Context: an optimization exercise on an open-source flow, tuned for small area and a short achievable clock period. The choices shown serve that exercise and are no tape-out recipe. At most, simulation tests tie the RTL to the original design; equivalence was not proved. For run 1, only the layout was checked, not whether the RTL still works. Power figures rest on the tool's default switching activity, not on a simulated workload.

### flow/run.sh
#!/bin/bash
# Layout flow: the standard ORFS flow (standard.sh), unchanged synthesis,
# with plain buffers on the ports instead of the delay cells buffer_ports
# picks by default, and a clock tree without dummy loads. Each step's output
# goes to a log of its own here.
set -euo pipefail
export BUFFER_PORTS_ARGS="-buffer_cell sky130_fd_sc_hd__buf_2"
export CTS_ARGS="-sink_clustering_enable -repair_clock_nets -sink_clustering_size 25 -sink_clustering_max_diameter 80 -dont_use_dummy_load"
bash standard.sh synth > synth.log 2>&1
bash standard.sh floorplan > floorplan.log 2>&1
bash standard.sh place > place.log 2>&1
bash standard.sh cts > cts.log 2>&1
bash standard.sh route > route.log 2>&1
bash standard.sh finish > finish.log 2>&1
### standard.sh
#!/bin/bash
# synth_recipe.tcl (not shown) runs the flow's synth.tcl, then flattens the netlist and writes it again
# the make line also repeats each setting of config.mk as NAME=value (left out here)
make -C /OpenROAD-flow-scripts/flow DESIGN_CONFIG=/design/flow/config.mk WORK_HOME=/design/flow/orfs CLKGATE_MAP_FILE= SYNTH_SCRIPT=/design/flow/synth_recipe.tcl "${@:-finish}"
### config.mk
export PLATFORM = sky130hd
export DESIGN_NAME = region
export DESIGN_NICKNAME = region
export VERILOG_FILES = /design/flow/design.v
export SDC_FILE = /design/flow/constraint.sdc
export NUM_CORES = 4
export LEC_CHECK = 0
export CAP_MARGIN = 20
export CORE_MARGIN = 2
export CORE_UTILIZATION = 50
export CTS_CLUSTER_DIAMETER = 80
export CTS_CLUSTER_SIZE = 25
export SETUP_SLACK_MARGIN = 1.9
export SLEW_MARGIN = 20
export SYNTH_HIERARCHICAL = 1
### constraint.sdc
create_clock -name core_clock -period 4.0 [get_ports {clk}]
set_input_delay 0.8000 -clock core_clock [delete_from_list [all_inputs] [get_ports {clk}]]
set_output_delay 0.8000 -clock core_clock [all_outputs]
set_load 0.01 [all_outputs]
### design.v
`timescale 1ns/1ns
module region_ram (
    input  logic                               clk,
    input  logic [(1<<5)-1:0]     rrow,
    output logic [16-1:0]          rword,
    input  logic [(1<<(5-2))-1:0] whi,
    input  logic [3:0]                         wlo,
    input  logic [16-1:0]          wdata
);
    localparam int unsigned DEPTH = 1 << 5;
    logic [DEPTH-1:0][16-1:0] mem;
    logic [DEPTH-1:0]                     wrow;
    always_comb begin
        for (int i = 0; i < DEPTH; i++) begin
            wrow[i] = whi[i/4] && wlo[i%4];
        end
    end
    always_ff @(posedge clk) begin
        for (int i = 0; i < DEPTH; i++) begin
            if (wrow[i]) begin
                mem[i] <= wdata;
            end
        end
    end
    row_mux i_row_mux (
        .row  (rrow),
        .mem  (mem),
        .word (rword)
    );
endmodule
module row_mux (
    input  logic [(1<<5)-1:0]                     row,
    input  logic [(1<<5)-1:0][16-1:0] mem,
    output logic [16-1:0]                          word
);
    logic [3:0][16-1:0] grp;
    logic [1:0][16-1:0] half_n;
    for (genvar g = 0; g < 4; g++) begin : g_grp
        row_or8 i_or8 (
            .row  (row[8*g +: 8]),
            .mem  (mem[8*g +: 8]),
            .word (grp[g])
        );
    end
    for (genvar h = 0; h < 2; h++) begin : g_half
        word_nor2 i_nor2 (
            .a (grp[2*h]),
            .b (grp[2*h+1]),
            .y (half_n[h])
        );
    end
    word_nand2 i_nand2 (
        .a (half_n[0]),
        .b (half_n[1]),
        .y (word)
    );
endmodule
module row_or8 (
    input  logic [7:0]                     row,
    input  logic [7:0][16-1:0] mem,
    output logic [16-1:0]      word
);
    always_comb begin
        word = '0;
        for (int i = 0; i < 8; i++) begin
            word |= {16{row[i]}} & mem[i];
        end
    end
endmodule
module word_nor2 #(
    parameter int unsigned W = 16
) (
    input  logic [W-1:0] a,
    input  logic [W-1:0] b,
    output logic [W-1:0] y
);
    assign y = ~(a | b);
endmodule
module word_nand2 #(
    parameter int unsigned W = 16
) (
    input  logic [W-1:0] a,
    input  logic [W-1:0] b,
    output logic [W-1:0] y
);
    assign y = ~(a & b);
endmodule
`timescale 1ns/1ns
module region_fifo (
    input  logic                      clk,
    input  logic                      rst_n,
    input  logic                      re,
    output logic [16-1:0] head,
    input  logic                      we,
    input  logic [16-1:0] wdata,
    output logic                      empty,
    output logic                      almostfull
);
    localparam int unsigned DEPTH = 1 << 5;
    localparam logic [5:0] AFULL_LEVEL = (5+1)'(DEPTH - 4);
    logic [DEPTH-1:0][16-1:0] mem;
    logic [3:0]                head_lo, head_lo_nxt;
    logic [DEPTH/4-1:0]        head_hi, head_hi_nxt;
    logic                      full, full_nxt;
    logic                      do_wr;
    logic [DEPTH-1:0]          hrow;
    assign do_wr = we && !full;
    localparam int unsigned SW = 4 + DEPTH/4 + 3;
    logic [3:0]         head_lo_nord, head_lo_rd;
    logic [DEPTH/4-1:0] head_hi_nord, head_hi_rd;
    logic               empty_nord, empty_rd;
    logic               full_nord, full_rd;
    logic               afull_nord, afull_rd;
    logic               afull_up, afull_dn;
    logic [SW-1:0]      state_nxt;
    logic               empty_nxt, afull_nxt;
    always_comb begin
        afull_up = 1'b0;
        afull_dn = 1'b0;
        for (int i = 0; i < DEPTH; i++) begin
            if (i >= int'(AFULL_LEVEL) - 2 && i <= DEPTH - 2) afull_up |= hrow[i];
            if (i >= int'(AFULL_LEVEL)) afull_dn |= hrow[i];
        end
    end
    always_comb begin
        if (do_wr) begin
            head_lo_nord = {head_lo[2:0], head_lo[3]};
            head_hi_nord = head_lo[3] ? {head_hi[DEPTH/4-2:0], head_hi[DEPTH/4-1]} : head_hi;
            empty_nord   = 1'b0;
            full_nord    = hrow[DEPTH-2];
            afull_nord   = afull_up;
            head_lo_rd   = head_lo;
            head_hi_rd   = head_hi;
            empty_rd     = 1'b0;
            full_rd      = 1'b0;
            afull_rd     = almostfull;
        end else begin
            head_lo_nord = head_lo;
            head_hi_nord = head_hi;
            empty_nord   = empty;
            full_nord    = full;
            afull_nord   = almostfull;
            head_lo_rd   = {head_lo[0], head_lo[3:1]};
            head_hi_rd   = head_lo[0] ? {head_hi[0], head_hi[DEPTH/4-1:1]} : head_hi;
            empty_rd     = hrow[0];
            full_rd      = 1'b0;
            afull_rd     = afull_dn;
        end
    end
    late_sel #(.W(SW)) i_late_sel (
        .s (re),
        .a ({head_lo_rd,   head_hi_rd,   empty_rd,   full_rd,   afull_rd}),
        .b ({head_lo_nord, head_hi_nord, empty_nord, full_nord, afull_nord}),
        .y (state_nxt)
    );
    assign {head_lo_nxt, head_hi_nxt, empty_nxt, full_nxt, afull_nxt} = state_nxt;
    always_ff @(posedge clk) begin
        if (!rst_n) begin
            head_lo    <= 4'b1000;
            head_hi    <= {1'b1, {(DEPTH/4-1){1'b0}}};
            empty      <= 1'b1;
            full       <= 1'b0;
            almostfull <= 1'b0;
        end else begin
            head_lo    <= head_lo_nxt;
            head_hi    <= head_hi_nxt;
            empty      <= empty_nxt;
            full       <= full_nxt;
            almostfull <= afull_nxt;
        end
    end
    always_ff @(posedge clk) begin
        if (do_wr) begin
            mem <= {mem[DEPTH-2:0], wdata};
        end
    end
    always_comb begin
        for (int i = 0; i < DEPTH; i++) begin
            hrow[i] = head_lo[i%4] && head_hi[i/4];
        end
    end
    row_mux i_row_mux (
        .row  (hrow),
        .mem  (mem),
        .word (head)
    );
endmodule
module late_sel #(
    parameter int unsigned W = 1
) (
    input  logic         s,
    input  logic [W-1:0] a,
    input  logic [W-1:0] b,
    output logic [W-1:0] y
);
    assign y = s ? a : b;
endmodule
`timescale 1ns/1ns
module read_arbiter (
    input  logic                                     clk,
    input  logic                                     rst_n,
    input  logic [4-1:0]                re,
    input  logic [2*4-1:0]              rsel,
    input  logic [5*4-1:0] raddr,
    output logic [4-1:0]                rvalid,
    output logic [16*4-1:0] rdata,
    output logic [(1<<5)-1:0]           ram_rrow,
    input  logic [16-1:0]                ram_rdata,
    output logic                                     fifo_re,
    input  logic [16-1:0]                fifo_rdata,
    input  logic                                     fifo_empty
);
    logic [4-1:0] ram_req;
    logic [4-1:0] fifo_req;
    logic [4-1:0] rvalid_q;
    logic [1:0][16-1:0] ram_word_q;
    logic [1:0][16-1:0] fifo_word_q;
    always_comb begin
        for (int c = 0; c < 4; c++) begin
            ram_req[c]  = re[c] && (rsel[2*c +: 2] == 2'd1);
            fifo_req[c] = re[c] && (rsel[2*c +: 2] == 2'd2);
        end
    end
    logic [4-1:0][(1<<5)-1:0] chan_row_n;
    for (genvar c = 0; c < 4; c++) begin : g_dec
        chan_row_dec i_chan_row_dec (
            .re    (re[c]),
            .rsel  (rsel[2*c +: 2]),
            .raddr (raddr[c*5 +: 5]),
            .row_n (chan_row_n[c])
        );
    end
    row_merge i_row_merge (
        .row_n (chan_row_n),
        .row   (ram_rrow)
    );
    assign fifo_re = |fifo_req && !fifo_empty;
    always_ff @(posedge clk) begin
        if (!rst_n) begin
            rvalid_q <= '0;
        end else begin
            for (int c = 0; c < 4; c++) begin
                rvalid_q[c] <= ram_req[c] || (fifo_req[c] && !fifo_empty);
            end
        end
    end
    for (genvar p = 0; p < 2; p++) begin : g_pair
        word_reg i_ram_word (
            .clk (clk),
            .d   (ram_rdata),
            .q   (ram_word_q[p])
        );
        word_reg i_fifo_word (
            .clk (clk),
            .d   (fifo_rdata),
            .q   (fifo_word_q[p])
        );
    end
    assign rvalid = rvalid_q;
    for (genvar c = 0; c < 4; c++) begin : g_chan
        for (genvar b = 0; b < 16; b += 4) begin : g_slice
            rdata_slice i_slice (
                .clk       (clk),
                .from_ram  (ram_req[c]),
                .from_fifo (rsel[2*c + 1]),
                .ram_word  (ram_word_q[c/2][b +: 4]),
                .fifo_word (fifo_word_q[c/2][b +: 4]),
                .rdata     (rdata[c*16 + b +: 4])
            );
        end
    end
endmodule
module chan_row_dec (
    input  logic                           re,
    input  logic [1:0]                     rsel,
    input  logic [5-1:0]      raddr,
    output logic [(1<<5)-1:0] row_n
);
    always_comb begin
        for (int i = 0; i < (1 << 5); i++) begin
            row_n[i] = !(re && rsel == 2'd1 && raddr == 5'(i));
        end
    end
endmodule
module row_merge (
    input  logic [4-1:0][(1<<5)-1:0] row_n,
    output logic [(1<<5)-1:0]                     row
);
    always_comb begin
        row = '0;
        for (int c = 0; c < 4; c++) begin
            row |= ~row_n[c];
        end
    end
endmodule
module rdata_slice (
    input  logic       clk,
    input  logic       from_ram,
    input  logic       from_fifo,
    input  logic [3:0] ram_word,
    input  logic [3:0] fifo_word,
    output logic [3:0] rdata
);
    logic from_ram_q;
    logic from_fifo_q;
    always_ff @(posedge clk) begin
        from_ram_q  <= from_ram;
        from_fifo_q <= from_fifo && !from_ram;
    end
    logic [3:0] ram_n;
    logic [3:0] fifo_n;
    word_and_n #(.W(4)) i_ram_gate (
        .en  (from_ram_q),
        .a   (ram_word),
        .y_n (ram_n)
    );
    word_and_n #(.W(4)) i_fifo_gate (
        .en  (from_fifo_q),
        .a   (fifo_word),
        .y_n (fifo_n)
    );
    word_nand2 #(.W(4)) i_nand2 (
        .a (ram_n),
        .b (fifo_n),
        .y (rdata)
    );
endmodule
module word_and_n #(
    parameter int unsigned W = 16
) (
    input  logic         en,
    input  logic [W-1:0] a,
    output logic [W-1:0] y_n
);
    assign y_n = ~({W{en}} & a);
endmodule
module word_reg (
    input  logic                      clk,
    input  logic [16-1:0] d,
    output logic [16-1:0] q
);
    always_ff @(posedge clk) begin
        q <= d;
    end
endmodule
`timescale 1ns/1ns
module write_arbiter (
    input  logic                                     clk,
    input  logic                                     rst_n,
    input  logic [4-1:0]                we,
    input  logic [2*4-1:0]              wsel,
    input  logic [5*4-1:0] waddr,
    input  logic [16*4-1:0] wdata,
    output logic [(1<<(5-2))-1:0]       ram_whi,
    output logic [3:0]                               ram_wlo,
    output logic [16-1:0]                ram_wdata,
    output logic                                     fifo_we,
    output logic [16-1:0]                fifo_wdata
);
    logic [4-1:0] ram_req;
    logic [4-1:0] fifo_req;
    logic [5-1:0] ram_waddr_d;
    logic [16-1:0] ram_wdata_d;
    logic [16-1:0] fifo_wdata_d;
    always_comb begin
        ram_waddr_d  = '0;
        ram_wdata_d  = '0;
        fifo_wdata_d = '0;
        for (int c = 0; c < 4; c++) begin
            ram_req[c]  = we[c] && wsel[2*c + 0];
            fifo_req[c] = we[c] && wsel[2*c + 1];
            ram_waddr_d  |= {5{ram_req[c]}}  & waddr[c*5 +: 5];
            ram_wdata_d  |= {16{ram_req[c]}}  & wdata[c*16 +: 16];
            fifo_wdata_d |= {16{fifo_req[c]}} & wdata[c*16 +: 16];
        end
    end
    always_ff @(posedge clk) begin
        if (!rst_n) begin
            ram_whi <= '0;
            fifo_we <= 1'b0;
        end else begin
            for (int j = 0; j < (1 << (5-2)); j++) begin
                ram_whi[j] <= |ram_req && ram_waddr_d[5-1:2] == (5-2)'(j);
            end
            fifo_we <= |fifo_req;
        end
    end
    always_ff @(posedge clk) begin
        for (int k = 0; k < 4; k++) begin
            ram_wlo[k] <= ram_waddr_d[1:0] == 2'(k);
        end
        ram_wdata  <= ram_wdata_d;
        fifo_wdata <= fifo_wdata_d;
    end
endmodule
`timescale 1ns/1ns
module region (
    input  logic                                     clk,
    input  logic                                     rst_n,
    input  logic [4-1:0]                re,
    input  logic [2*4-1:0]              rsel,
    input  logic [5*4-1:0] raddr,
    input  logic [4-1:0]                we,
    input  logic [2*4-1:0]              wsel,
    input  logic [5*4-1:0] waddr,
    input  logic [16*4-1:0] wdata,
    output logic [4-1:0]                rvalid,
    output logic [16*4-1:0] rdata,
    output logic                                     empty,
    output logic                                     almostfull
);
    logic [(1<<5)-1:0] ram_rrow;
    logic [16-1:0] ram_rdata;
    logic [(1<<(5-2))-1:0] ram_whi;
    logic [3:0]                ram_wlo;
    logic [16-1:0] ram_wdata;
    logic                      fifo_re;
    logic [16-1:0] fifo_rdata;
    logic                      fifo_we;
    logic [16-1:0] fifo_wdata;
    read_arbiter i_read_arbiter (
        .clk        (clk),
        .rst_n      (rst_n),
        .re         (re),
        .rsel       (rsel),
        .raddr      (raddr),
        .rvalid     (rvalid),
        .rdata      (rdata),
        .ram_rrow   (ram_rrow),
        .ram_rdata  (ram_rdata),
        .fifo_re    (fifo_re),
        .fifo_rdata (fifo_rdata),
        .fifo_empty (empty)
    );
    write_arbiter i_write_arbiter (
        .clk        (clk),
        .rst_n      (rst_n),
        .we         (we),
        .wsel       (wsel),
        .waddr      (waddr),
        .wdata      (wdata),
        .ram_whi    (ram_whi),
        .ram_wlo    (ram_wlo),
        .ram_wdata  (ram_wdata),
        .fifo_we    (fifo_we),
        .fifo_wdata (fifo_wdata)
    );
    region_ram i_region_ram (
        .clk    (clk),
        .rrow   (ram_rrow),
        .rword  (ram_rdata),
        .whi    (ram_whi),
        .wlo    (ram_wlo),
        .wdata  (ram_wdata)
    );
    region_fifo i_region_fifo (
        .clk        (clk),
        .rst_n      (rst_n),
        .re         (fifo_re),
        .head       (fifo_rdata),
        .we         (fifo_we),
        .wdata      (fifo_wdata),
        .empty      (empty),
        .almostfull (almostfull)
    );
endmodule
==> flow_metrics.tcl, run 1 <==
set metrics [dict create \
    first_iter_violations 3469 \
    grt_pass1_wl_um 182000 \
    cts_buffer_depth 3 \
    intPower_mw 17.5 \
    route.met3.wl_um 7960 \
    vias 26811 \
    num_rows 110 \
    cp-end-kind "output port" \
    ios 200 \
    htreeDepth 2 \
    fin_area_um2 50800 \
    layout_min_cycle_time_ps 2180 \
    hp-class "input pin to register" \
    dieArea_um2 93200 \
    holdPathStages 3 \
    p_leak_nw 16.9 \
    fin_nets 3193 \
    p_sw_share_pct 23.8 \
    p_total_mw 23.0 \
    grt_overflow_total 0 \
    rsz0062_at_grt "true" \
    cts_tree "built" \
    vias_per_cell 6.32 \
    routedWlPerCell_um 30.0 \
    fp.dieH_um 305 \
    synth.net_count 2964 \
    gp_congestion 0.898 \
    maxUsedRoutingLayer "met5" \
    dp_hpwl_um 82600 \
    fin_skew_ps 88.2 \
    path_max_fanout 2 \
    timing.rr.start "i_region_fifo.head_lo[2]" \
    synth_seq_cells 1184 \
    pwr-share-comb_pct 8.8 \
    clock_sink_count 1184 \
    switchingPower_mw 5.47 \
    syn_avg_cell_area_um2 16.0 \
    routed-wl-met2_um 62100 \
    synth.distinct_cells 47 \
    tns_ps 0 \
    drv_cap 0 \
    core_um2 90000 \
    pre_cts_ws_ps 691 \
    drc 0 \
    setup_ws_ps 1820 \
    layout_commonest_cell "edfxtp_1" \
    wl_um 127000 \
    drtAntennaViolNets 0 \
    cp_data_required_time_ps 3200 \
    cts_root_buf "clkbuf_16" \
    wl_met1_um 53500 \
    pwr-share-clk_pct 26.3 \
    numCtsBuffers 56 \
    rr_worst_depth 5 \
    grt_pass1_vias 26191 \
    yosysWarnings 15 \
    chipWidth_um 305 \
    io_buffers 199 \
    hp-start "wdata[30]" \
    drv_slew 0 \
    grt_max_degree 144 \
    cp.arrival_ps 1380 \
    synth_enable_flop_cells 1024 \
    power_frac_seq_pct 64.9 \
    path_clk_slew_ps 100 \
    drt_pass1_iterations 6 \
    mostFrequentLayoutCells "edfxtp_1, a22oi_1, nand2_1, nand4_1, buf_2" \
    holdBufCountCts 0 \
    place_area_um2 46800 \
    start_util_pct 50.4 \
    antenna_found_initial 4 \
    synthCells 2834 \
    grtUsageTotal_pct 26.5 \
    synth_area_um2 45400 \
    max_freq_mhz 458 \
    synth_ff_type "edfxtp_1" \
    period_share_pct 54.5 \
    worst_pin_slew_ps 1100 \
    relSlewSlack_pct 26.3 \
    status "no timing/DRC/antenna violations" \
    ys_seq_area_share_pct 74.8 \
    hold_violations 0 \
    syn_to_final_growth_pct 12.0 \
    ir_drop_mv 0.286 \
    crit_type "register to output port" \
    startpoint_type "register" \
    drive_above_1_share_pct 28.2 \
    async_flop_share_pct 0 \
    setup_viol 0 \
    p_per_area_nw_per_um2 453 \
    cp-startpoint "i_read_arbiter.g_pair[0].i_ram_word.q[0]" \
    insertion_delay_ps 670 \
]
-- sequential cells by signal, summed over array words and instances, names as in the netlist, 16 cells and up --
| signal | cells |
|---|---|
| i_region_ram.mem | 512 |
| i_write_arbiter.ram_wdata | 16 |
| i_region_fifo.mem | 512 |
| i_read_arbiter.g_pair.i_ram_word.q | 32 |
| i_read_arbiter.g_pair.i_fifo_word.q | 32 |
| i_write_arbiter.fifo_wdata | 16 |
| i_read_arbiter.g_chan.g_slice.i_slice.from_ram_q | 16 |
| i_read_arbiter.g_chan.g_slice.i_slice.from_fifo_q | 16 |
-- kinds of logic (layout without fill, tap and decap cells) --
| kind of cell | count (synthesis) | count (layout) | share of synthesized area (%) |
|---|---|---|---|
| flip-flops | 1184 | 1184 | 74.8 |
| AND/OR/NAND/NOR | 854 | 854 | 10.3 |
| AO/OA/AOI/OAI | 590 | 590 | 10.1 |
| buffers and inverters | 177 | 404 | 3.99 |
| multiplexers | 28 | 28 | 0.835 |
| other | 1 | 3 | 0.00826 |
-- Yosys stat by module, one instance, submodules excluded, excerpt --
module | times used | cell area [um2] | flops+latches | cells inside
region_ram | 1 | 15600 | 512 | 544
row_or8 | 8 | 779 | 0 | 96
region_fifo | 1 | 16400 | 527 | 621
word_reg | 4 | 320 | 16 | 16
write_arbiter | 1 | 1920 | 45 | 207
word_nand2 | 2 | 60.1 | 0 | 16
read_arbiter | 1 | 254 | 4 | 33
row_merge | 1 | 200 | 0 | 32
word_nor2 | 4 | 60.1 | 0 | 16
chan_row_dec | 4 | 347 | 0 | 53
rdata_slice | 16 | 53.8 | 2 | 3
-- power by group through the flow --
stage                     Clock, mW  Sequential (mW)  Combinational, mW
after floorplan                   0             14.9              0.855
after global placement            0             15.1               1.67
after detailed placement          0             15.1               1.70
after CTS                      6.21             14.9               1.92
after global routing           6.59             15.0               2.12
final                          6.06             14.9               2.02
-- worst max-delay path: stages, from the launching register on --
cell     delay [ps]
dfxtp_4         430
nand2_2          80
nand2_2          90
buf_6           110
-- worst paths after layout --
kind	to	slack, ps
setup / recovery	rdata[0]	1820
hold / removal	i_write_arbiter.fifo_wdata[14]	370
setup reg to reg	i_read_arbiter.g_pair[0].i_fifo_word.q[11]	1980
hold reg to reg	i_region_fifo.mem[8]	410
-- metal layers --
layer | up-vias | GRT usage [%]
li1 | 11606 | -
met1 | 13925 | 38.0
met2 | 1094 | 43.6
met3 | 184 | 2.77
met4 | 2 | 6.87
met5 | - | 0
-- repair_timing --
item | CTS | global route
gates resized for setup | 381 | 242
setup endpoints to repair | 454 | 121
pin swaps | 103 | 126
setup buffers | 43 | 27
gates cloned | 13 | 1
-- synth_stat cells (all sizes together) (18+ instances only) --
cell | instances | area [um2]
edfxtp | 1024 | 30700
a22oi | 576 | 4440
nand2 | 384 | 1470
nand4 | 173 | 1080
buf | 168 | 1760
dfxtp | 160 | 3200
and2 | 86 | 541
nor2 | 77 | 289
mux2 | 28 | 379
nand3 | 28 | 140
and4b | 20 | 200
and4bb | 20 | 250
nor2b | 18 | 233
-- layout make-up --
class                   instances  area [um2]
fillers                      7089       39200
flip-flops and latches       1184       34100
repair inverters                2        32.5
multi-input cells            1473       10800
inverters                       5        45.0
clock buffers                  56        1400
repair buffers                341        2960
well taps                    1176        1470
diodes                          2        5.00
-- stage by stage --
step | hold WS, ps | util (%) | std cells
after floorplan | 386 | - | 2834
after global placement | 387 | 52.0 | 4097
after detailed placement | 391 | 52.0 | 4097
after CTS | 329 | 55.3 | 4209
after global routing | 360 | 56.4 | 4237
final | 372 | 56.5 | 4239
==> run 2: changes to the inputs <==
--- a/design.v
+++ b/design.v
@@ -215,4 +215,4 @@
     logic [4-1:0] rvalid_q;
-    logic [1:0][16-1:0] ram_word_q;
-    logic [1:0][16-1:0] fifo_word_q;
+    logic [16-1:0] ram_word_q;
+    logic [16-1:0] fifo_word_q;
     always_comb begin
@@ -246,13 +246,5 @@
     end
-    for (genvar p = 0; p < 2; p++) begin : g_pair
-        word_reg i_ram_word (
-            .clk (clk),
-            .d   (ram_rdata),
-            .q   (ram_word_q[p])
-        );
-        word_reg i_fifo_word (
-            .clk (clk),
-            .d   (fifo_rdata),
-            .q   (fifo_word_q[p])
-        );
+    always_ff @(posedge clk) begin
+        ram_word_q  <= ram_rdata;
+        fifo_word_q <= fifo_rdata;
     end
@@ -265,4 +257,4 @@
                 .from_fifo (rsel[2*c + 1]),
-                .ram_word  (ram_word_q[c/2][b +: 4]),
-                .fifo_word (fifo_word_q[c/2][b +: 4]),
+                .ram_word  (ram_word_q[b +: 4]),
+                .fifo_word (fifo_word_q[b +: 4]),
                 .rdata     (rdata[c*16 + b +: 4])
@@ -336,11 +328,2 @@
 endmodule
-module word_reg (
-    input  logic                      clk,
-    input  logic [16-1:0] d,
-    output logic [16-1:0] q
-);
-    always_ff @(posedge clk) begin
-        q <= d;
-    end
-endmodule
 `timescale 1ns/1ns
--- a/config.mk
+++ b/config.mk
@@ -12,3 +12,3 @@
 export CTS_CLUSTER_SIZE = 25
-export SETUP_SLACK_MARGIN = 1.9
+export SETUP_SLACK_MARGIN = 1.8
 export SLEW_MARGIN = 20
==> run 2 against run 1 <==
  * Still clean on timing, DRC and antenna
  * Cell area is 4.9% lower
  * Sequential power is 3% lower
  * Synthesized area decreased by 1.4%
  * Critical endpoint is now i_read_arbiter.ram_word_q[4]
  * Largest power group unchanged
==> flow_metrics.tcl, run 2 <==
set metrics [dict create \
    cts_buffer_depth 3 \
    ir_drop_mv 0.307 \
    cts_root_buf "clkbuf_16" \
    tns_ps 0 \
    syn_to_final_growth_pct 7.97 \
    fin_area_um2 48300 \
    mostFrequentLayoutCells "edfxtp_1, a22oi_1, nand2_1, nand4_1, buf_2" \
    yosysWarnings 14 \
    drive_above_1_share_pct 20.0 \
    drc 0 \
    drtAntennaViolNets 0 \
    grt_pass1_wl_um 163000 \
    p_leak_nw 15.9 \
    yosysTopAreaCellShare_pct 68.7 \
    layout_min_cycle_time_ps 2240 \
    path_max_fanout 16 \
    numCtsBuffers 54 \
    hp-class "input pin to register" \
    cp_data_required_time_ps 4490 \
    pwr-share-clk_pct 26.6 \
    vias_per_cell 6.26 \
    dieArea_um2 91900 \
    routedWlPerCell_um 27.0 \
    status "no timing/DRC/antenna violations" \
    synth_seq_cells 1152 \
    worst_pin_slew_ps 1080 \
    path_clk_slew_ps 90 \
    gp_congestion 0.893 \
    setup_viol 0 \
    synth.distinct_cells 46 \
    grt_max_degree 118 \
    timing.rr.start "i_region_fifo.head_lo[3]" \
    layout_commonest_cell "edfxtp_1" \
    drt_pass1_iterations 6 \
    num_rows 109 \
    cp-end-kind "register" \
    p_per_area_nw_per_um2 455 \
    pwr-share-comb_pct 7.3 \
    netlist_top_cells_area "edfxtp_1, a22oi_1, dfxtp_1" \
    vias 25904 \
    drv_cap 0 \
    async_flop_share_pct 0 \
    startpoint_type "input pin" \
    synth_enable_flop_cells 1024 \
    fin_skew_ps 95.3 \
    chipWidth_um 303 \
    grt_pass1_vias 24725 \
    finalCoreUtilization_pct 54.6 \
    ios 200 \
    max_freq_mhz 447 \
    antenna_cells 0 \
    yosys.cell_count.top_type "edfxtp_1" \
    fin_nets 3105 \
    synth_common_cells "edfxtp_1, a22oi_1, nand2_1" \
    power_frac_seq_pct 66.1 \
    fp.dieH_um 303 \
    crit_type "input pin to register" \
    io_buffers 199 \
    wl_um 112000 \
    grt_overflow_total 0 \
    reg.largest.list "i_region_fifo.mem: 512 flops, i_region_ram.mem: 512 flops" \
    p_total_mw 22.0 \
    htreeDepth 2 \
    synth.net_count 2932 \
    relSlewSlack_pct 27.5 \
    intPower_mw 16.9 \
    synth_ff_type "edfxtp_1" \
    drv_slew 0 \
    cp.arrival_ps 2730 \
    hold_violations 0 \
    fillerInstances 6996 \
    switchingPower_mw 5.08 \
    first_iter_violations 3563 \
    start_util_pct 50.5 \
    antenna_found_initial 0 \
    cp-startpoint "raddr[8]" \
    ys_seq_area_share_pct 74.5 \
    clock_sink_count 1152 \
    hp-start "wdata[26]" \
    synth_top_cell_by_area "edfxtp_1" \
    insertion_delay_ps 650 \
    core_um2 88500 \
    rsz0062_at_grt "true" \
    synthCells 2802 \
    synth_area_um2 44700 \
    place_area_um2 45800 \
    period_share_pct 55.9 \
    dp_hpwl_um 74400 \
    p_sw_share_pct 23.1 \
    syn_avg_cell_area_um2 16.0 \
    grtUsageTotal_pct 23.9 \
    cts_tree "built" \
]
## run 2: changes by cell type in the layout (fill, tap and decap cells not counted), moves of 32 or more
cell | before | now
buf_6 | 103 | 34
a22oi_2 | 90 | 32
a22oi_1 | 486 | 544
buf_2 | 116 | 153
nand2_1 | 234 | 335
nand2_4 | 48 | 1
buf_4 | 100 | 68
nand2_2 | 101 | 47
## run 2: metrics by stage
step / setup WS, ps / instances / hold slack (ps)
final: 1760 / 4138 / 389
after floorplan: 1350 / 2802 / 386
after global placement: 918 / 4043 / 390
after detailed placement: 877 / 4043 / 391
after CTS: 1760 / 4098 / 327
after global routing: 1740 / 4138 / 342
## run 2: power groups by stage
stage                     clock (mW)  combinational (mW)  sequential (mW)
after floorplan                    0               0.833             14.5
after global placement             0                1.47             14.7
after detailed placement           0                1.50             14.7
after CTS                       6.00                1.52             14.5
after global routing            6.39                1.73             14.6
final                           5.84                1.60             14.5
## run 2: path summary, 6_finish.rpt
| kind | depth (start not counted) | endpoint | slack (ps) |
|---|---|---|---|
| worst max register to register | 5 | i_read_arbiter.fifo_word_q[7] | 1790 |
| worst min-delay path | 3 | i_write_arbiter.fifo_wdata[10] | 390 |
| worst min register to register | 0 | i_region_fifo.mem[0] | 410 |
| worst max-delay path | 9 | i_read_arbiter.ram_word_q[4] | 1760 |
## run 2: final cells by class
| cell class | count | area (um2) | share of cell area [%] |
|---|---|---|---|
| Tap cell | 1165 | 1460 | 3.02 |
| Timing Repair Buffer | 288 | 2130 | 4.41 |
| Inverter | 5 | 45.0 | 0.0933 |
| Sequential cell | 1152 | 33400 | 69.1 |
| Timing Repair inverter | 1 | 16.3 | 0.0337 |
| Multi-Input combinational cell | 1473 | 9900 | 20.5 |
| Clock buffer | 54 | 1350 | 2.80 |
## run 2: cell families after synthesis
group	count (synthesis)	synth area share (%)
AND/OR/NAND/NOR	854	10.4
multiplexers	28	0.847
other	1	0.00838
buffers and inverters	177	4.05
AO/OA/AOI/OAI	590	10.2
flip-flops	1152	74.5
## run 2: layer usage
| layer | wire, um | share of wire [%] | GRT usage [%] |
|---|---|---|---|
| met1 | 49900 | 45 | 37.5 |
| met2 | 49200 | 44 | 35.5 |
| met4 | 1730 | 1.5 | 4.22 |
| met3 | 11000 | 9.9 | 4.21 |
| met5 | 0 | 0 | 0 |
## run 2: what timing repair did
item / in CTS / in global routing
resized for setup: 79 / 180
pin swaps: 20 / 68
endpoints found under the setup margin: 440 / 80
setup buffers: 0 / 36
hold buffers: 0 / 0
gates cloned: 1 / 4
## run 2: critical path, cell delays in order
cell,delay [ps]
buf_2,220
and4bb_2,350
nand2_1,90
nand4_1,150
buf_4,260
a22oi_2,220
nand4_1,240
nor2_2,270
nand2_1,100
## run 2: per-module statistics from Yosys (local to each module, per instance), excerpt
module,cells inside,flops+latches,copies in the design,cell area (um2)
read_arbiter,65,36,1,885
chan_row_dec,53,0,4,347
word_nand2,16,0,2,60.1
row_merge,32,0,1,200
region_ram,544,512,1,15600
word_nor2,16,0,4,60.1
region_fifo,621,527,1,16400
rdata_slice,3,2,16,53.8
write_arbiter,207,45,1,1920
row_or8,96,0,8,779
==> run 3: changes to the inputs <==
--- a/config.mk
+++ b/config.mk
@@ -12,3 +12,3 @@
 export CTS_CLUSTER_SIZE = 25
-export SETUP_SLACK_MARGIN = 1.8
+export SETUP_SLACK_MARGIN = 1.9
 export SLEW_MARGIN = 20
==> run 3 against run 2 <==
  * Cell area grew 0.69%
  * Count of clock-buffer cells in the layout is the same
  * Worst setup slack gained 20 ps
  * Sequential power is essentially flat
==> flow_metrics.tcl, run 3 <==
set metrics [dict create \
    io_buffers 199 \
    routedWlPerCell_um 27.2 \
    clock_sink_count 1152 \
    path_clk_slew_ps 90 \
    grt_pass1_vias 24585 \
    path_max_fanout 4 \
    setup_viol 0 \
    grt_pass1_wl_um 162000 \
    p_leak_nw 15.9 \
    drc 0 \
    layout_min_cycle_time_ps 2220 \
    slowest_stage "dfxtp_4" \
    fp.dieH_um 303 \
    layoutNonFillerInstCount 4136 \
    dieArea_um2 91900 \
    start_util_pct 50.5 \
    rsz0062_at_grt "true" \
    wl_um 112000 \
    antenna_found_initial 0 \
    setup_ws_ps 1780 \
    tns_ps 0 \
    drtAntennaViolNets 0 \
    netlist_top_cells_area "edfxtp_1, a22oi_1, dfxtp_1" \
    startpoint_type "register" \
    cp_common_cell "nand2_2" \
    cts_buffer_depth 3 \
    hold_slack_ps 394 \
    ios 200 \
    synth_top_cell_by_area "edfxtp_1" \
    place_inst 4042 \
    grt_overflow_total 0 \
    register_area_um2 33400 \
    fin_nets 3103 \
    cts_tree "built" \
    status "no timing/DRC/antenna violations" \
    vias_per_cell 6.22 \
    synth_enable_flop_cells 1024 \
    relSlewSlack_pct 25.9 \
    grtUsageTotal_pct 23.8 \
    synth.net_count 2932 \
    drive_above_1_share_pct 22.8 \
    holdBufCountCts 0 \
    syn_to_final_growth_pct 8.72 \
    antenna_cells 0 \
    worst_pin_slew_ps 1110 \
    syn_avg_cell_area_um2 16.0 \
    insertion_delay_ps 660 \
    yosys.cell_count.top_type "edfxtp_1" \
    cp_cell_sequence "nand2_2, nand2_2, buf_6" \
    dp_hpwl_um 74500 \
    chipWidth_um 303 \
    cp-end-kind "output port" \
    reg.largest.list "i_region_fifo.mem: 512 flops, i_region_ram.mem: 512 flops" \
    mostFrequentLayoutCells "edfxtp_1, a22oi_1, nand2_1, nand4_1, buf_2" \
    pre_cts_ws_ps 1000 \
    grt_max_degree 152 \
    multi_input_area_um2 10300 \
    p_per_area_nw_per_um2 453 \
    crit_type "register to output port" \
    hold_violations 0 \
    fin_skew_ps 80.4 \
    synth_ff_type "edfxtp_1" \
    numCtsBuffers 54 \
    cp_slowest_stage_delay_ps 470 \
    synth_common_cells "edfxtp_1, a22oi_1, nand2_1" \
    cp_data_required_time_ps 3200 \
    yosysTopAreaCellShare_pct 68.7 \
    num_rows 109 \
    yosysWarnings 14 \
    synth_area_um2 44700 \
    cp.arrival_ps 1420 \
    ys_seq_area_share_pct 74.5 \
    synthCells 2802 \
    drt_pass1_iterations 6 \
    drv_slew 0 \
    synth_seq_cells 1152 \
    vias 25736 \
    cts_root_buf "clkbuf_16" \
    critical_path.top_delay_family "flip-flops" \
    synth.distinct_cells 46 \
    path_buf_inv 1 \
    max_freq_mhz 451 \
    async_flop_share_pct 0 \
    htreeDepth 2 \
    gp_congestion 0.922 \
    layout_commonest_cell "edfxtp_1" \
    hp-class "register to register" \
    ir_drop_mv 0.318 \
    p_total_mw 22.1 \
    first_iter_violations 3028 \
    fillerInstances 7052 \
    drv_cap 0 \
    core_um2 88500 \
    period_share_pct 55.4 \
]
==> run 3: repair_timing <==
| item | in CTS | in global routing |
|---|---|---|
| endpoints found under the hold margin | 0 | 0 |
| pin swaps | 117 | 43 |
| endpoints found under the setup margin | 513 | 172 |
| setup buffers | 15 | 15 |
| gates resized for setup | 138 | 147 |
| cloned | 6 | 4 |
==> run 3: metrics by stage <==
| stage | util [%] | area (um2) |
|---|---|---|
| after floorplan | - | 45000 |
| after detailed placement | 52.0 | 46000 |
| after global routing | 54.9 | 48600 |
| final | 54.9 | 48600 |
| after CTS | 54.1 | 47900 |
| after global placement | 52.0 | 46000 |
==> run 3: final timing paths <==
path              slack, ps                              to  cells after the start                          start
hold reg to reg         390            i_region_fifo.mem[1]                      0  i_write_arbiter.fifo_wdata[1]
setup reg to reg       1950  i_read_arbiter.fifo_word_q[11]                      5       i_region_fifo.head_lo[2]
setup / recovery       1780                       rdata[32]                      3   i_read_arbiter.ram_word_q[0]
hold / removal          390            i_region_fifo.mem[1]                      0  i_write_arbiter.fifo_wdata[1]
==> run 3: per-module statistics from Yosys (local to each module, per instance), a selection <==
| module | times used | flip-flops and latches |
|---|---|---|
| read_arbiter | 1 | 36 |
| row_or8 | 8 | 0 |
| write_arbiter | 1 | 45 |
| region_ram | 1 | 512 |
| word_nor2 | 4 | 0 |
| region_fifo | 1 | 527 |
==> run 3: cells by family after synthesis <==
kind of cell / after synthesis / share of synthesized area, %
multiplexers: 28 / 0.847
buffers and inverters: 177 / 4.05
flip-flops: 1152 / 74.5
AO/OA/AOI/OAI: 590 / 10.2
other: 1 / 0.00838
AND/OR/NAND/NOR: 854 / 10.4
==> run 3: area by class of cell <==
class,instances,area share [%]
sequential,1152,68.7
multi-input combinational,1473,21.1
timing repair buffer,286,4.32
tap,1165,3.00
clock buffer,54,2.78
inverter,5,0.0926
timing repair inverter,1,0.0334
==> run 3: layer usage <==
layer  track usage (%)  part of all wire (%)
met3              3.43                   7.9
met5                 0                     0
met1              37.3                    46
met2              35.4                    44
met4              5.27                   2.1
==> run 3: where the power goes <==
part           leakage [nW]  internal, mW  switching (mW)
Combinational          4.91         0.579            1.11
Clock                 0.665          2.41            3.43
Sequential             10.3          14.0           0.579
Total                  15.9          16.9            5.12
==> run 4: changes to the inputs <==
--- a/flow/run.sh
+++ b/flow/run.sh
@@ -7,3 +7,3 @@
 export BUFFER_PORTS_ARGS="-buffer_cell sky130_fd_sc_hd__buf_2"
-export CTS_ARGS="-sink_clustering_enable -repair_clock_nets -sink_clustering_size 25 -sink_clustering_max_diameter 80 -dont_use_dummy_load"
+export CTS_ARGS="-sink_clustering_enable -repair_clock_nets -sink_clustering_size 20 -sink_clustering_max_diameter 70 -dont_use_dummy_load"
 bash standard.sh synth > synth.log 2>&1
--- a/config.mk
+++ b/config.mk
@@ -10,4 +10,4 @@
 export CORE_UTILIZATION = 50
-export CTS_CLUSTER_DIAMETER = 80
-export CTS_CLUSTER_SIZE = 25
+export CTS_CLUSTER_DIAMETER = 70
+export CTS_CLUSTER_SIZE = 20
 export SETUP_SLACK_MARGIN = 1.9
==> run 4 against run 3 <==
  * Critical path type unchanged
  * Via count increased by 1.1%
  * Clock skew is 20 ps lower
  * Global-route usage up 0.30 points
  * Synthesized cell count unchanged
  * Synthesized area did not move
  * Clock power rose by 15%
  * Hold slack worse by 4.4 ps
  * Flip-flop and latch count is the same
  * Critical path depth is the same
  * Cell area increased by 1.5%
==> flow_metrics.tcl, run 4 <==
set metrics [dict create \
    layout_min_cycle_time_ps 2180 \
    synth_enable_flop_cells 1024 \
    routedWlPerCell_um 27.2 \
    p_total_mw 23.0 \
    routed-wl-met2_um 50300 \
    relSlewSlack_pct 26.1 \
    tns_ps 0 \
    cts_buffer_depth 3 \
    synth_common_cells "edfxtp_1, a22oi_1, nand2_1" \
    fin_nets 3132 \
    wl_um 113000 \
    drtAntennaViolNets 0 \
    register_area_um2 33400 \
    drive_above_1_share_pct 24.3 \
    start_util_pct 50.5 \
    fillerInstances 6987 \
    grt_pass1_vias 24870 \
    netlist_top_cells_area "edfxtp_1, a22oi_1, dfxtp_1" \
    clock_sink_count 1152 \
    reg.largest.list "i_region_fifo.mem: 512 flops, i_region_ram.mem: 512 flops" \
    core_um2 88500 \
    yosysWarnings 14 \
    ios 200 \
    route.met3.wl_um 9420 \
    crit_type "register to output port" \
    syn_to_final_growth_pct 10.4 \
    num_rows 109 \
    cts_root_buf "clkbuf_16" \
    cts_tree "built" \
    synth_seq_cells 1152 \
    ir_drop_mv 0.260 \
    dieArea_um2 91900 \
    fp.dieH_um 303 \
    htreeDepth 3 \
    yosys.cell_count.top_type "edfxtp_1" \
    fin_skew_ps 60.4 \
    async_flop_share_pct 0 \
    path_max_fanout 4 \
    layout_commonest_cell "edfxtp_1" \
    cp_slowest_stage_delay_ps 460 \
    hold_end "i_region_fifo.mem[7]" \
    startpoint_type "register" \
    rsz0062_at_grt "true" \
    cp.arrival_ps 1380 \
    maxUsedRoutingLayer "met5" \
    chipWidth_um 303 \
    antenna_found_initial 1 \
    synth_top_cell_by_area "edfxtp_1" \
    drt_pass1_iterations 6 \
    drv_cap 0 \
    drv_slew 0 \
    numCtsBuffers 70 \
    reg2reg_slack_ps 1940 \
    synth_ff_type "edfxtp_1" \
    hp-start "i_write_arbiter.fifo_wdata[7]" \
    syn_avg_cell_area_um2 16.0 \
    dp_hpwl_um 74500 \
    mostFrequentLayoutCells "edfxtp_1, a22oi_1, nand2_1, nand4_1, buf_2" \
    worst_pin_slew_ps 1110 \
    timing.rr.start "i_region_fifo.head_lo[3]" \
    grt_overflow_total 0 \
    synth.net_count 2932 \
    cp_data_required_time_ps 3200 \
    grt_pass1_wl_um 164000 \
    io_buffers 199 \
    synth_area_um2 44700 \
    slowest_stage "dfxtp_4" \
    cp_cell_sequence "nand2_2, nand2_4, buf_6" \
    insertion_delay_ps 630 \
    rr_worst_depth 5 \
    drc 0 \
    multi_input_area_um2 10300 \
    path_clk_slew_ps 80 \
    p_per_area_nw_per_um2 465 \
    status "no timing/DRC/antenna violations" \
    vias_per_cell 6.25 \
    grt_max_degree 77 \
    vias 26018 \
    first_iter_violations 3011 \
    holdBufCountCts 0 \
    grtUsageTotal_pct 24.1 \
    synthCells 2802 \
    cp-end-kind "output port" \
    holdPathStages 0 \
    ys_seq_area_share_pct 74.5 \
    synth.distinct_cells 46 \
    max_freq_mhz 458 \
    yosysTopAreaCellShare_pct 68.7 \
    timing.rr.end "i_read_arbiter.fifo_word_q[11]" \
    setup_viol 0 \
    wl_met1_um 51300 \
    hold_violations 0 \
    p_leak_nw 16.3 \
    hp-class "register to register" \
    gp_congestion 0.922 \
    period_share_pct 54.6 \
]
-- run 4: cell counts after synthesis --
No cell type changed its count.
-- run 4: area by class of cell --
cell class              count  share of cell area, %
flip-flops and latches   1152                   67.6
multi-input cells        1473                   20.9
repair buffers            299                   4.82
clock buffers              70                   3.55
well taps                1165                   2.95
inverters                   5                 0.0912
repair inverters            1                 0.0329
diodes                      1                0.00507
-- run 4: worst max path at each step --
stage | slack [ps] | from | end | cells after the start
2_1_floorplan | 1350 | i_region_fifo.full | i_region_fifo.head_hi[0] | 7
3_3_place_gp | 970 | rsel[5] | i_read_arbiter.ram_word_q[9] | 9
3_5_place_dp | 1000 | rsel[5] | i_read_arbiter.ram_word_q[9] | 9
4_1_cts | 1730 | i_read_arbiter.ram_word_q[5] | rdata[5] | 3
5_1_grt | 1760 | i_read_arbiter.ram_word_q[0] | rdata[32] | 3
6_report | 1820 | i_read_arbiter.ram_word_q[5] | rdata[5] | 3
-- run 4: repair_timing --
item | 4_1_cts | 5_1_grt
resized for setup | 164 | 208
buffers inserted | 18 | 24
endpoints found under the setup margin | 513 | 97
gates cloned | 8 | 3
pin swaps | 116 | 72
-- run 4: kinds of logic after synthesis --
family | synth area share, %
other cells | 0.00838
mux | 0.847
buf+inv | 4.05
simple gates | 10.4
compound gates | 10.2
flops | 74.5
-- run 4: worst max-delay path: cells and delay by family, from the launching register on --
family | cells | cell delay [ps]
DFF | 1 | 460
and+or+nand+nor | 2 | 180
buffers and inverters | 1 | 100
-- run 4: Yosys stat by module (local to each module, per instance), excerpt --
module         area [um2]  times used  flip-flops and latches  cells inside
word_nor2            60.1           4                       0            16
region_ram          15600           1                     512           544
word_nand2           60.1           2                       0            16
region_fifo         16400           1                     527           621
write_arbiter        1920           1                      45           207
row_or8               779           8                       0            96
row_merge             200           1                       0            32
chan_row_dec          347           4                       0            53
-- run 4: where the power goes --
group / internal, mW / leakage (nW) / switching, mW / total (mW)
Sequential: 14.0 / 10.3 / 0.586 / 14.5
Combinational: 0.604 / 5.05 / 1.12 / 1.73
Clock: 3.11 / 0.863 / 3.61 / 6.72
-- run 4: stage by stage --
stage	utilization [%]	instance area [um2]	instances	hold slack, ps	setup slack, ps
after global routing	55.8	49400	4165	389	1760
after CTS	54.8	48500	4138	387	1730
after global placement	52.0	46000	4042	392	971
final	55.8	49400	4166	390	1820
after detailed placement	52.0	46000	4042	393	1000
after floorplan	-	45000	2802	386	1350
-- run 4: routing by layer --
layer	track usage [%]	up-vias
li1	-	11448
met1	37.1	13226
met2	35.6	1184
met3	4.32	158
met4	6.06	2
met5	0	-
==> run 5: changes to the inputs <==
--- a/design.v
+++ b/design.v
@@ -252,3 +252,3 @@
     for (genvar c = 0; c < 4; c++) begin : g_chan
-        for (genvar b = 0; b < 16; b += 4) begin : g_slice
+        for (genvar b = 0; b < 16; b += 8) begin : g_slice
             rdata_slice i_slice (
@@ -257,5 +257,5 @@
                 .from_fifo (rsel[2*c + 1]),
-                .ram_word  (ram_word_q[b +: 4]),
-                .fifo_word (fifo_word_q[b +: 4]),
-                .rdata     (rdata[c*16 + b +: 4])
+                .ram_word  (ram_word_q[b +: 8]),
+                .fifo_word (fifo_word_q[b +: 8]),
+                .rdata     (rdata[c*16 + b +: 8])
             );
@@ -291,5 +291,5 @@
     input  logic       from_fifo,
-    input  logic [3:0] ram_word,
-    input  logic [3:0] fifo_word,
-    output logic [3:0] rdata
+    input  logic [7:0] ram_word,
+    input  logic [7:0] fifo_word,
+    output logic [7:0] rdata
 );
@@ -301,5 +301,5 @@
     end
-    logic [3:0] ram_n;
-    logic [3:0] fifo_n;
-    word_and_n #(.W(4)) i_ram_gate (
+    logic [7:0] ram_n;
+    logic [7:0] fifo_n;
+    word_and_n #(.W(8)) i_ram_gate (
         .en  (from_ram_q),
@@ -308,3 +308,3 @@
     );
-    word_and_n #(.W(4)) i_fifo_gate (
+    word_and_n #(.W(8)) i_fifo_gate (
         .en  (from_fifo_q),
@@ -313,3 +313,3 @@
     );
-    word_nand2 #(.W(4)) i_nand2 (
+    word_nand2 #(.W(8)) i_nand2 (
         .a (ram_n),
==> run 5 against run 4 <==
  * Clock skew is 25 ps higher
  * Via count hardly changed
  * Synthesized area is 0.78% lower
  * First-iteration DRC count is 2.4% higher
  * Hold slack worse by 9.8 ps
  * Critical path type unchanged
  * Largest power group unchanged
  * Highest routed layer unchanged
==> flow_metrics.tcl, run 5 <==
set metrics [dict create \
    wl_um 119000 \
    mostFrequentLayoutCells "edfxtp_1, a22oi_1, nand2_1, nand4_1, buf_2" \
    synth_ff_type "edfxtp_1" \
    io_buffers 199 \
    synthAdderAreaFrac_pct 0 \
    layout_commonest_cell "edfxtp_1" \
    insertion_delay_ps 660 \
    reg2reg_slack_ps 1930 \
    gp_congestion 0.862 \
    fp.dieH_um 302 \
    timing.rr.end "i_read_arbiter.fifo_word_q[0]" \
    vias_per_cell 6.32 \
    core_um2 88200 \
    drtAntennaViolNets 0 \
    first_iter_violations 3084 \
    fin_skew_ps 85.3 \
    grt_pass1_vias 25301 \
    power_frac_seq_pct 63.1 \
    cts_root_buf "clkbuf_16" \
    yosysTopAreaCellShare_pct 69.3 \
    pwr-share-clk_pct 29.7 \
    vias 26037 \
    netlist_top_cells_area "edfxtp_1, a22oi_1, dfxtp_1" \
    hold_violations 0 \
    synth_seq_cells 1136 \
    syn_avg_cell_area_um2 15.9 \
    grt_max_degree 128 \
    synth_area_um2 44400 \
    synth-xor-area-share_pct 0 \
    p_leak_nw 15.8 \
    yosys.area_share.simple_pct 10.3 \
    chipWidth_um 302 \
    intPower_mw 17.5 \
    ios 200 \
    multi_input_area_um2 10100 \
    p_per_area_nw_per_um2 469 \
    reg.largest.list "i_region_fifo.mem: 512 flops, i_region_ram.mem: 512 flops" \
    drive_above_1_share_pct 22.8 \
    cts_tree "built" \
    cp-end-kind "output port" \
    p_sw_share_pct 23.1 \
    routedWlPerCell_um 28.9 \
    relSlewSlack_pct 27.1 \
    switchingPower_mw 5.25 \
    syn_to_final_growth_pct 9.16 \
    setup_viol 0 \
    synthCells 2794 \
    synth_common_cells "edfxtp_1, a22oi_1, nand2_1" \
    drc 0 \
    yosysWarnings 14 \
    clock_sink_count 1136 \
    hp-class "input pin to register" \
    synth_mux_area_share_pct 0.854 \
    fin_nets 3083 \
    cp_data_required_time_ps 3200 \
    pwr-share-comb_pct 7.2 \
    grt_overflow_total 0 \
    layout_min_cycle_time_ps 2190 \
    cp.arrival_ps 1390 \
    register_area_um2 33100 \
    finalCoreUtilization_pct 54.9 \
    period_share_pct 54.7 \
    htreeDepth 3 \
    tns_ps 0 \
    dieArea_um2 91200 \
    dp_hpwl_um 77200 \
    synth_enable_flop_cells 1024 \
    timing.rr.start "i_region_fifo.head_lo[1]" \
    max_freq_mhz 457 \
    startpoint_type "register" \
    drt_pass1_iterations 6 \
    ys_seq_area_share_pct 74.3 \
    drv_slew 0 \
    path_clk_slew_ps 80 \
    grtUsageTotal_pct 25.7 \
    numCtsBuffers 71 \
    holdBufCountCts 0 \
    cts_buffer_depth 3 \
    path_max_fanout 8 \
    rsz0062_at_grt "true" \
    synth_compound_area_share_pct 10.3 \
    synth.distinct_cells 46 \
    synth_top_cell_by_area "edfxtp_1" \
    rr_worst_depth 5 \
    async_flop_share_pct 0 \
    hp-start "wdata[52]" \
    hold_end "i_write_arbiter.fifo_wdata[4]" \
    drv_cap 0 \
    holdPathStages 3 \
    synth.net_count 2924 \
    crit_type "register to output port" \
    synth_top_family_by_area "compound AO/OA/AOI/OAI gates" \
    antenna_found_initial 7 \
    worst_pin_slew_ps 1090 \
    yosys.cell_count.top_type "edfxtp_1" \
    fillerInstances 6945 \
    num_rows 109 \
    start_util_pct 50.3 \
    ir_drop_mv 0.443 \
    grt_pass1_wl_um 172000 \
    status "no timing/DRC/antenna violations" \
]
-- run 5: cell types whose count changed after synthesis --
| cell | previous run | this run |
|---|---|---|
| dfxtp_1 | 128 | 112 |
| buf_2 | 26 | 42 |
| nor2b_4 | 16 | 8 |
-- run 5: worst max-delay path: stages (launching register included) --
cell and delay (ps):
dfxtp_4 460, nand2_1 70, nand2_1 90, buf_2 130
-- run 5: kinds of logic (layout without fill, tap and decap cells) --
logic type / after synthesis / after routing
and+or+nand+nor: 846 / 846
AOI/OAI and AO/OA: 590 / 590
buffers and inverters: 193 / 350
muxes: 28 / 28
DFF: 1136 / 1136
other: 1 / 5
-- run 5: worst max path at each step --
| stage | endpoint | slack [ps] | cells after the start |
|---|---|---|---|
| 6_report | rdata[32] | 1810 | 3 |
| 3_3_place_gp | i_read_arbiter.ram_word_q[12] | 1030 | 9 |
| 3_5_place_dp | i_read_arbiter.ram_word_q[13] | 1090 | 9 |
| 4_1_cts | rdata[58] | 1760 | 3 |
| 2_1_floorplan | i_region_fifo.head_hi[0] | 1350 | 7 |
| 5_1_grt | rdata[42] | 1760 | 3 |
-- run 5: power groups by stage --
| stage | clock network [mW] | registers, mW | logic (mW) |
|---|---|---|---|
| 4_1_cts | 6.89 | 14.3 | 1.57 |
| 6_report | 6.75 | 14.3 | 1.65 |
| 3_3_place_gp | 0 | 14.5 | 1.47 |
| 2_1_floorplan | 0 | 14.3 | 0.851 |
| 5_1_grt | 7.29 | 14.4 | 1.76 |
| 3_5_place_dp | 0 | 14.6 | 1.50 |
-- run 5: stage by stage --
| step | total power [mW] | hold slack [ps] | std cells | worst slack [ps] | instance area (um2) |
|---|---|---|---|---|---|
| 4_1_cts | 22.8 | 345 | 4109 | 1760 | 48000 |
| 3_5_place_dp | 16.1 | 389 | 4021 | 1090 | 45600 |
| 3_3_place_gp | 16.0 | 388 | 4021 | 1030 | 45600 |
| 5_1_grt | 23.5 | 383 | 4118 | 1760 | 48400 |
| 2_1_floorplan | 15.2 | 386 | 2794 | 1350 | 44700 |
| 6_report | 22.7 | 380 | 4120 | 1810 | 48400 |
-- run 5: final cells by class --
cell class / instances / area share, %
Sequential cell: 1136 / 68.4
Inverter: 5 / 0.0930
Clock buffer: 71 / 3.67
Multi-Input combinational cell: 1465 / 20.8
Tap cell: 1165 / 3.01
Timing Repair Buffer: 273 / 3.98
Antenna cell: 4 / 0.0207
Timing Repair inverter: 1 / 0.0336
-- run 5: repair_timing --
item	CTS	global route
resized for setup	153	131
pin swaps	117	47
cloned	4	2
endpoints found under the setup margin	472	99
buffers inserted	13	5
-- run 5: per-module statistics from Yosys (local to each module, per instance), a selection --
module         flip-flops and latches  copies in the design
region_fifo                       527                     1
rdata_slice                         2                     8
word_nor2                           0                     4
row_merge                           0                     1
row_or8                             0                     8
chan_row_dec                        0                     4
read_arbiter                       36                     1
write_arbiter                      45                     1
word_nand2                          0                     2
region_ram                        512                     1
-- run 5: per-layer routing --
| layer | up-vias | GRT usage [%] | wire length [um] |
|---|---|---|---|
| met4 | 8 | 7.69 | 3500 |
| met2 | 1049 | 43.6 | 60000 |
| met3 | 188 | 4.18 | 7170 |
| met1 | 13477 | 34.2 | 48500 |
| met5 | - | 0 | 61 |
| li1 | 11315 | - | - |
==> run 6: changes to the inputs <==
--- a/config.mk
+++ b/config.mk
@@ -12,2 +12,3 @@
 export CTS_CLUSTER_SIZE = 20
+export PLACE_DENSITY = 0.7
 export SETUP_SLACK_MARGIN = 1.9
==> run 6 against run 5 <==
  * Clock skew is 4.6 ps lower
  * Clock power down 1%
  * Synthesized area unchanged
  * Critical path type unchanged
  * Largest cell class unchanged
==> flow_metrics.tcl, run 6 <==
set metrics [dict create \
    worst_pin_slew_ps 1150 \
    p_per_area_nw_per_um2 468 \
    synth_common_cells "edfxtp_1, a22oi_1, nand2_1" \
    period_share_pct 54.2 \
    antenna_found_initial 1 \
    io_buffers 199 \
    ys_seq_area_share_pct 74.3 \
    netlist_top_cells_area "edfxtp_1, a22oi_1, dfxtp_1" \
    hold_violations 0 \
    first_iter_violations 3101 \
    htreeDepth 3 \
    chipWidth_um 302 \
    fin_area_um2 48400 \
    fp.dieH_um 302 \
    tns_ps 0 \
    ios 200 \
    yosysWarnings 14 \
    numCtsBuffers 70 \
    cp_data_required_time_ps 3200 \
    antenna_cells 0 \
    wl_um 115000 \
    drtAntennaViolNets 0 \
    synth_seq_cells 1136 \
    grt_pass1_wl_um 167000 \
    rsz0062_at_grt "true" \
    drive_above_1_share_pct 23.6 \
    hp-class "register to register" \
    cts_tree "built" \
    grt_max_degree 107 \
    relSlewSlack_pct 23.2 \
    drv_cap 0 \
    clock_sink_count 1136 \
    max_freq_mhz 461 \
    grt_pass1_vias 25882 \
    synth_area_um2 44400 \
    syn_to_final_growth_pct 9.11 \
    vias_per_cell 6.42 \
    fin_nets 3073 \
    ir_drop_mv 0.444 \
    status "no timing/DRC/antenna violations" \
    place_inst 4013 \
    fillerInstances 6816 \
    synth.distinct_cells 46 \
    num_rows 109 \
    grtUsageTotal_pct 24.7 \
    cts_buffer_depth 3 \
    reg.largest.list "i_region_fifo.mem: 512 flops, i_region_ram.mem: 512 flops" \
    fin_skew_ps 80.7 \
    place_area_um2 45600 \
    holdBufCountCts 0 \
    cp.arrival_ps 1370 \
    core_um2 88200 \
    drt_pass1_iterations 6 \
    insertion_delay_ps 640 \
    p_leak_nw 15.8 \
    cts_root_buf "clkbuf_16" \
    synth_enable_flop_cells 1024 \
    syn_avg_cell_area_um2 15.9 \
    async_flop_share_pct 0 \
    drv_slew 0 \
    layout_min_cycle_time_ps 2170 \
    path_max_fanout 4 \
    path_clk_slew_ps 80 \
    gp_congestion 0.915 \
    crit_type "register to output port" \
    yosys.cell_count.top_type "edfxtp_1" \
    setup_viol 0 \
    routedWlPerCell_um 28.1 \
    p_total_mw 22.7 \
    yosysTopAreaCellShare_pct 69.3 \
    startpoint_type "register" \
    dp_hpwl_um 73900 \
    dieArea_um2 91200 \
    vias 26340 \
    synth.net_count 2924 \
    grt_overflow_total 0 \
    start_util_pct 50.3 \
    layout_commonest_cell "edfxtp_1" \
    synth_ff_type "edfxtp_1" \
    synthCells 2794 \
    layoutNonFillerInstCount 4106 \
    drc 0 \
    cp-end-kind "output port" \
    synth_top_cell_by_area "edfxtp_1" \
    multi_input_area_um2 10200 \
    register_area_um2 33100 \
    mostFrequentLayoutCells "edfxtp_1, a22oi_1, nand2_1, nand4_1, buf_2" \
]
-- run 6: cell counts after synthesis --
Identical to the previous run, type by type.
-- run 6: worst max-delay path: stages (launching register included) --
cell and delay (ps):
dfxtp_4 450, nand2_1 70, nand2_1 90, buf_2 130
-- run 6: cell type report --
| type | count | share of cell area, % |
|---|---|---|
| Multi-Input combinational cell | 1465 | 21.0 |
| Inverter | 5 | 0.0930 |
| Timing Repair Buffer | 263 | 3.81 |
| Timing Repair inverter | 2 | 0.0672 |
| Tap cell | 1165 | 3.01 |
| Clock buffer | 70 | 3.62 |
| Sequential cell | 1136 | 68.4 |
-- run 6: repair_timing --
item,4_1_cts,5_1_grt
setup buffers,13,4
pin swaps,99,36
setup endpoints to repair,369,97
resized for setup,162,161
endpoints found under the hold margin,0,0
cloned,4,2
-- run 6: through the flow --
stage | util [%] | setup slack, ps | hold WS [ps]
after floorplan | - | 1350 | 386
after global placement | 51.6 | 968 | 388
after detailed placement | 51.6 | 1060 | 389
after CTS | 54.3 | 1820 | 355
after global routing | 54.9 | 1780 | 379
final | 54.9 | 1830 | 361
-- run 6: worst paths after layout --
path | startpoint | depth (start not counted) | slack (ps) | to
setup reg to reg | i_region_fifo.head_lo[2] | 5 | 1920 | i_read_arbiter.fifo_word_q[4]
hold / removal | i_write_arbiter.fifo_wdata[3] | 0 | 360 | i_region_fifo.mem[3]
setup / recovery | i_read_arbiter.ram_word_q[15] | 3 | 1830 | rdata[63]
hold reg to reg | i_write_arbiter.fifo_wdata[3] | 0 | 360 | i_region_fifo.mem[3]
-- run 6: power breakdown --
group	leakage [nW]	total [mW]	internal [mW]	switching (mW)
combinational	4.71	1.58	0.555	1.02
sequential	10.2	14.4	13.8	0.636
clock	0.863	6.65	3.11	3.54
total	15.8	22.7	17.5	5.20
-- run 6: logic make-up after synthesis --
family                 after synthesis  synth area share, %
DFF                               1136                 74.3
AOI/OAI and AO/OA                  590                 10.3
muxes                               28                0.854
and+or+nand+nor                    846                 10.3
other                                1              0.00845
buffers and inverters              193                 4.26
-- run 6: modules after synthesis (local to each module, per instance), excerpt --
module         cells  flops+latches
region_fifo      621            527
region_ram       544            512
write_arbiter    207             45
read_arbiter      65             36
row_or8           96              0
chan_row_dec      53              0
row_merge         32              0
word_nand2        16              0
word_nor2         16              0
rdata_slice        3              2
-- run 6: metal layers --
layer / vias to the layer above / track usage [%] / part of all wire [%]
li1: 11307 / - / -
met1: 13432 / 32.1 / 38
met2: 1354 / 41.7 / 50
met3: 245 / 4.07 / 7.9
met4: 2 / 9.78 / 4.1
met5: - / 0 / 0.011
==> run 7: changes to the inputs <==
--- a/config.mk
+++ b/config.mk
@@ -12,3 +12,3 @@
 export CTS_CLUSTER_SIZE = 20
-export PLACE_DENSITY = 0.7
+export PLACE_DENSITY = 0.5
 export SETUP_SLACK_MARGIN = 1.9
==> run 7 against run 6 <==
  * Maximum frequency is 3.0% lower
  * Worst setup slack worse by 67 ps
  * Sequential share of layout area is 1.4 points lower
  * Power is 1.6% higher
  * Largest power group unchanged
==> flow_metrics.tcl, run 7 <==
set metrics [dict create \
    relSlewSlack_pct 26.0 \
    timing.rr.start "i_write_arbiter.ram_wlo[0]" \
    path_clk_slew_ps 80 \
    drv_cap 0 \
    synth_enable_flop_cells 1024 \
    synth_compound_area_share_pct 10.3 \
    num_rows 109 \
    period_share_pct 55.9 \
    vias_per_cell 6.36 \
    cts_root_buf "clkbuf_16" \
    grtUsageTotal_pct 28.0 \
    worst_pin_slew_ps 1110 \
    synth.distinct_cells 46 \
    gp_congestion 0.936 \
    drc 0 \
    timing.rr.end "i_region_ram.mem[459]" \
    wl_um 130000 \
    hold_end "i_region_fifo.mem[300]" \
    numCtsBuffers 74 \
    synth_seq_cells 1136 \
    max_freq_mhz 447 \
    ir_drop_mv 0.408 \
    fin_skew_ps 96.4 \
    synth-xor-area-share_pct 0 \
    syn_to_final_growth_pct 11.4 \
    async_flop_share_pct 0 \
    drive_above_1_share_pct 25.3 \
    path_max_fanout 4 \
    cp_data_required_time_ps 3200 \
    holdPathStages 0 \
    dp_hpwl_um 85400 \
    grt_pass1_vias 25775 \
    ios 200 \
    status "no timing/DRC/antenna violations" \
    core_um2 88200 \
    drv_slew 0 \
    cp-end-kind "output port" \
    antenna_found_initial 13 \
    grt_overflow_total 0 \
    finalCoreUtilization_pct 56.0 \
    reg.largest.list "i_region_fifo.mem: 512 flops, i_region_ram.mem: 512 flops" \
    synth_ff_type "edfxtp_1" \
    vias 26516 \
    rsz0062_at_grt "true" \
    hold_violations 0 \
    insertion_delay_ps 660 \
    crit_type "register to output port" \
    yosys.area_share.simple_pct 10.3 \
    synth_mux_area_share_pct 0.854 \
    drtAntennaViolNets 0 \
    cts_tree "built" \
    setup_viol 0 \
    yosysTopAreaCellShare_pct 69.3 \
    p_leak_nw 16.3 \
    reg2reg_slack_ps 1930 \
    synth_common_cells "edfxtp_1, a22oi_1, nand2_1" \
    synthCells 2794 \
    cp-startpoint "i_read_arbiter.ram_word_q[8]" \
    synth.net_count 2924 \
    ys_seq_area_share_pct 74.3 \
    synth_top_cell_by_area "edfxtp_1" \
    cts_buffer_depth 3 \
    rr_worst_depth 1 \
    start_util_pct 50.3 \
    fp.dieH_um 302 \
    cp.arrival_ps 1440 \
    tns_ps 0 \
    dieArea_um2 91200 \
    synth_top_family_by_area "compound AO/OA/AOI/OAI gates" \
    fin_nets 3137 \
    layout_commonest_cell "edfxtp_1" \
    startpoint_type "register" \
    grt_pass1_wl_um 183000 \
    grt_max_degree 116 \
    netlist_top_cells_area "edfxtp_1, a22oi_1, dfxtp_1" \
    yosys.cell_count.top_type "edfxtp_1" \
    hp-start "i_region_fifo.mem[284]" \
    clock_sink_count 1136 \
    synthAdderAreaFrac_pct 0 \
    p_per_area_nw_per_um2 465 \
    htreeDepth 3 \
    first_iter_violations 3234 \
    syn_avg_cell_area_um2 15.9 \
    mostFrequentLayoutCells "edfxtp_1, a22oi_1, nand2_1, nand4_1, buf_2" \
    synth_area_um2 44400 \
    chipWidth_um 302 \
    layout_min_cycle_time_ps 2240 \
    io_buffers 199 \
    drt_pass1_iterations 6 \
    routedWlPerCell_um 31.2 \
    yosysWarnings 14 \
    hp-class "register to register" \
]
## run 7: cell counts after synthesis
Identical to the previous run, type by type.
## run 7: per-stage QoR
step	cells	power, mW	instance area, um2	hold WS (ps)	setup WS (ps)
floorplan	2794	15.2	44700	386	1350
global placement	4040	16.1	45700	386	864
detailed placement	4040	16.1	45700	391	869
CTS	4137	23.0	48300	352	1760
global route	4171	23.8	49400	372	1730
finish	4172	23.0	49400	367	1760
## run 7: Yosys stat by module (local to each module, per instance), excerpt
module	cells	flip-flops and latches	copies in the design
row_or8	96	0	8
row_merge	32	0	1
chan_row_dec	53	0	4
rdata_slice	3	2	8
write_arbiter	207	45	1
word_nand2	16	0	2
region_ram	544	512	1
word_nor2	16	0	4
read_arbiter	65	36	1
## run 7: final cells by class
cell class / count / area [um2]
Multi-Input combinational cell: 1465 / 10300
Inverter: 5 / 45.0
Timing Repair inverter: 2 / 32.5
Antenna cell: 2 / 5.00
Clock buffer: 74 / 1850
Timing Repair Buffer: 323 / 2650
Sequential cell: 1136 / 33100
Tap cell: 1165 / 1460
Fill cell: 6956 / 38800
## run 7: logic make-up (layout without fill, tap and decap cells)
logic type / Yosys count / in the layout
and+or+nand+nor: 846 / 846
AOI/OAI and AO/OA: 590 / 590
buffers and inverters: 193 / 404
muxes: 28 / 28
other: 1 / 3
DFF: 1136 / 1136
## run 7: how the worst max path moves through the flow
stage	endpoint	depth (start not counted)
after CTS	rdata[31]	3
after detailed placement	i_read_arbiter.ram_word_q[10]	9
after global routing	rdata[9]	3
after global placement	i_read_arbiter.ram_word_q[14]	9
final	rdata[40]	3
after floorplan	i_region_fifo.head_hi[0]	7
## run 7: what timing repair did
action / in CTS / in global routing
resized for setup: 179 / 242
endpoints found under the setup margin: 407 / 93
cloned: 5 / 6
buffers inserted: 18 / 27
pin swaps: 127 / 89
hold buffers: 0 / 0
## run 7: report_power, final
group          internal [mW]  switching, mW
Clock                   3.28           3.62
Combinational          0.593           1.20
Sequential              13.8          0.532
## run 7: per-layer routing
layer,vias up,GRT usage [%],share of wire (%)
met5,-,0,0.080
met4,18,8.18,3.6
met3,196,4.19,7.2
met2,1116,45.8,47
met1,13741,39.1,42
li1,11445,-,-
## run 7: worst max-delay path, cell delays in order (launching register included)
cell	delay, ps
dfxtp_4	450
nand2_1	110
nand2_2	90
buf_6	110

[re-timing with driven ports]
No port has a modelled driver above. Below, the same layouts with a new extraction and two added sets of constraints.
Step 1 sets driving cells, clkbuf_16 on the clock port and buf_2 on the other inputs (assumed; they add their load-dependent delay and slew).
Step 2 also shifts input and output timing later by t, the mid clock arrival at the registers, as if the neighbouring blocks saw the same clock.
Three values: no drivers, after step 1, after step 2; two values: the first two.
run | shift t [ns] | setup WS [ns]
run 1 | 0.690 | 1.819 / 1.748 / 1.218
run 2 | 0.672 | 1.765 / 1.707 / 1.125
run 3 | 0.673 | 1.785 / 1.716 / 1.235
run 4 | 0.663 | 1.816 / 1.747 / 1.254
run 5 | 0.684 | 1.811 / 1.747 / 1.166
run 6 | 0.672 | 1.832 / 1.762 / 1.124
run 7 | 0.671 | 1.765 / 1.697 / 1.085
After both steps setup and hold are still met in every run listed.
